This design comes from an exercise in tuning for small area and a short achievable clock period on the open sky130 flow, not from production work.

== rev 12 ==
## eth_readout
module eth_readout (
	input  logic                  RCLK,
	input  logic                  RST_RESYNC,
	input  logic                  smp_wr_en_i,
	input  logic [11:0]           smp_data_i,
	input  logic                  smp_ovlp_i,
	input  logic                  l1a_wr_en_i,
	input  logic [23:0]           l1a_num_i,
	input  logic                  warn_i,
	input  logic                  txack_i,
	output logic [15:0]           txd_o,
	output logic                  txd_valid_o,
	output logic                  evt_buf_amt_o,
	output logic                  evt_buf_afl_o
);
Size in the first run: ~2700 cells after synthesis, ~62 I/O pins, ~34000 sq um of cells after synthesis.
clock: 3.0 ns
lec_check: 0
cap_margin: 20
core_margin: 2
core_utilization: 55
setup_slack_margin: 1.2
slew_margin: 20
synth_hierarchical: 1
synth_minimum_keep_size: 0
standard.sh (not shown) runs the stock make flow with config.mk's settings and CLKGATE_MAP_FILE= SYNTH_SCRIPT=/design/flow/synth_recipe.tcl, a recipe that flattens the netlist after the stock synthesis.
==> flow/flow/run.sh <==
#!/bin/bash
# Standard ORFS layout (the standard.sh, standard synthesis) with a few
# ORFS variables changed:
#  - port buffers are buf_4 cells, and sizing may change a cell's footprint,
#  - CTS without dummy loads and with larger sink clusters.
# Each step's full output is in synth.log / layout.log here and in orfs/logs.
set -euo pipefail
bash standard.sh synth > synth.log 2>&1
bash standard.sh MATCH_CELL_FOOTPRINT=0 \
  "BUFFER_PORTS_ARGS=-buffer_cell sky130_fd_sc_hd__buf_4" \
  "CTS_ARGS=-sink_clustering_enable -repair_clock_nets -dont_use_dummy_load -sink_clustering_size 24 -sink_clustering_max_diameter 80" \
  finish > layout.log 2>&1
Setup changes, rev 12 to rev 13
-- flow/design.v --
<<< rev 12, line 37
	output logic [WIDTH-1:0]      dout_o     
);
	localparam int NGRP = DEPTH / 4;
	localparam int NSPLIT = (WIDTH > 16) ? 2 : 1;
	localparam int W0 = (WIDTH + NSPLIT - 1) / NSPLIT;
>>> rev 13, line 37
	output logic [WIDTH-1:0]      dout_o     
);
	localparam int NGRP = DEPTH / 8;
	localparam int NSPLIT = (WIDTH > 16) ? 2 : 1;
	localparam int W0 = (WIDTH + NSPLIT - 1) / NSPLIT;
<<< rev 12, line 51
	end
	assign din_x = din_i ^ {WIDTH{phase_i}};
	logic [DEPTH:0] at;
	for (genvar i = 0; i <= DEPTH; i++) begin : g_at
		sync_fifo_at at_dec (.lo_i(cnt_lo_i[i % 8]), .hi_i(cnt_hi_i[i / 8]), .at_o(at[i]));
	end
	for (genvar i = 0; i < DEPTH; i++) begin : g_row
		for (genvar p = 0; p < NSPLIT; p++) begin : g_part
>>> rev 13, line 51
	end
	assign din_x = din_i ^ {WIDTH{phase_i}};
	for (genvar i = 0; i < DEPTH; i++) begin : g_row
		for (genvar p = 0; p < NSPLIT; p++) begin : g_part
<<< rev 12, line 61
			logic ld, sh, hd;
			sync_fifo_ctl ctl (
				.wr_rd_i(wr_rd[i / 4]), .wr_nrd_i(wr_nrd[i / 4]),
				.rd_nwr_i(rd_nwr[i / 4]), .nrd_nwr_i(nrd_nwr[i / 4]),
				.at_i(at[i]), .at_next_i(at[i + 1]),
				.ld_o(ld), .sh_o(sh), .hd_o(hd)
			);
>>> rev 13, line 57
			logic ld, sh, hd;
			sync_fifo_ctl ctl (
				.wr_rd_i(wr_rd[i / 8]), .wr_nrd_i(wr_nrd[i / 8]),
				.rd_nwr_i(rd_nwr[i / 8]), .nrd_nwr_i(nrd_nwr[i / 8]),
				.lo_i(cnt_lo_i[i % 8]), .hi_i(cnt_hi_i[i / 8]),
				.lo_next_i(cnt_lo_i[(i + 1) % 8]), .hi_next_i(cnt_hi_i[(i + 1) / 8]),
				.ld_o(ld), .sh_o(sh), .hd_o(hd)
			);
<<< rev 12, line 114
	input  logic rd_nwr_i,    
	input  logic nrd_nwr_i,   
	input  logic at_i,        
	input  logic at_next_i,   
	output logic ld_o,
	output logic sh_o,
	output logic hd_o
);
	assign ld_o = (wr_rd_i && at_next_i) || (wr_nrd_i && at_i);
	assign sh_o = rd_nwr_i || (wr_rd_i && !at_next_i);
	assign hd_o = nrd_nwr_i || (wr_nrd_i && !at_i);
endmodule
module sync_fifo_at (
	input  logic lo_i,
	input  logic hi_i,
	output logic at_o
);
	assign at_o = lo_i && hi_i;
endmodule
`timescale 1ns/10ps
>>> rev 13, line 111
	input  logic rd_nwr_i,    
	input  logic nrd_nwr_i,   
	input  logic lo_i,        
	input  logic hi_i,        
	input  logic lo_next_i,   
	input  logic hi_next_i,
	output logic ld_o,
	output logic sh_o,
	output logic hd_o
);
	logic at, at_next;
	assign at = lo_i && hi_i;
	assign at_next = lo_next_i && hi_next_i;
	assign ld_o = (wr_rd_i && at_next) || (wr_nrd_i && at);
	assign sh_o = rd_nwr_i || (wr_rd_i && !at_next);
	assign hd_o = nrd_nwr_i || (wr_nrd_i && !at);
endmodule
`timescale 1ns/10ps
<<< rev 12, line 164
	logic [4:0] smp_hi;
	logic smp_full;
	logic smp_inc;
	logic smp_dec;
>>> rev 13, line 159
	logic [4:0] smp_hi;
	logic smp_full;
	logic smp_do_wr;
	logic smp_inc;
	logic smp_dec;
<<< rev 12, line 170
	assign evt_buf_amt_o = ~amt_n;
	assign smp_full = smp_hi[4];
	assign smp_inc = smp_wr_en_i && !smp_full && !smp_rd;
	assign smp_dec = smp_rd && !smp_wr_en_i;
	always_ff @(posedge RCLK or posedge RST_RESYNC) begin
		if (RST_RESYNC) begin
>>> rev 13, line 166
	assign evt_buf_amt_o = ~amt_n;
	assign smp_full = smp_hi[4];
	assign smp_do_wr = smp_wr_en_i && (!smp_full || smp_rd);
	assign smp_inc = smp_do_wr && !smp_rd;
	assign smp_dec = smp_rd && !smp_do_wr;
	always_ff @(posedge RCLK or posedge RST_RESYNC) begin
		if (RST_RESYNC) begin
<<< rev 12, line 198
	logic [2:0] l1a_hi;
	logic [4:0] l1a_count;
	logic l1a_inc;
	logic l1a_dec;
	logic [24:0] l1a_head;
	assign l1a_inc = l1a_wr_en_i && !l1a_hi[2] && !done;
	assign l1a_dec = done && !l1a_wr_en_i;
	always_ff @(posedge RCLK or posedge RST_RESYNC) begin
		if (RST_RESYNC) begin
>>> rev 13, line 195
	logic [2:0] l1a_hi;
	logic [4:0] l1a_count;
	logic l1a_do_wr;
	logic l1a_inc;
	logic l1a_dec;
	logic [24:0] l1a_head;
	assign l1a_do_wr = l1a_wr_en_i && (!l1a_hi[2] || done);
	assign l1a_inc = l1a_do_wr && !done;
	assign l1a_dec = done && !l1a_do_wr;
	always_ff @(posedge RCLK or posedge RST_RESYNC) begin
		if (RST_RESYNC) begin
--- outcome ---
- Rev 13 closes out successfully: all stages finished, all timing, DRC and antenna checks passed.
- The flow did not stop early for rev 12: all stages ran, and the layout cleared the timing, design-rule and antenna checks.
- From rev 13 to rev 12, flip-flop and latch count did not move at all.
- Wire: rev 13 routes less than rev 12
- Against rev 12, worst hold slack in rev 13 came out worse.
- Between rev 12 and rev 13, synthesized area is higher for rev 12, rev 13 comes in under that.
- Largest net degree at the start of global routing in rev 13 is about 4% above rev 12.
- Rev 13: sum of routed wire segments on met1 lower than rev 12
- For the effective utilization at floorplan, rev 13 came in 0.24 points lower than rev 12 did.
- Compare rev 12 and rev 13 | non-clock buffer count higher: rev 13
- Rev 13 has last weighted congestion value of the routability-driven placer below what rev 12 had.
No functional check of the RTL was part of any run of this note.

==> re-timing with driven ports <==
In the flow no input, the clock included, has a driving cell. The finished layouts below were timed again as built, in two steps. Step 1, drivers: a clkbuf_16 drives RCLK and a buf_2 each remaining input, both assumed. Step 2 moves the port delays by t, midway between the first and last clock arrival at a register: inputs arrive t later, outputs are due t later. That takes back most of the time a late clock gives input paths. Three values: ideal, step 1, step 2; two values: the first two.
| run | shift t [ns] | setup WS [ns] | clock arrival spread, ns |
|---|---|---|---|
| rev 12 | 0.669 | 1.187 / 1.150 / 0.654 | 0.041 / 0.041 |
| rev 13 | 0.656 | 1.184 / 1.153 / 0.685 | 0.046 / 0.046 |
After both steps setup and hold are still met in every run listed. The setup slack of rev 12, which loses most, moves by -0.037 ns with the drivers and by -0.533 ns with both steps.
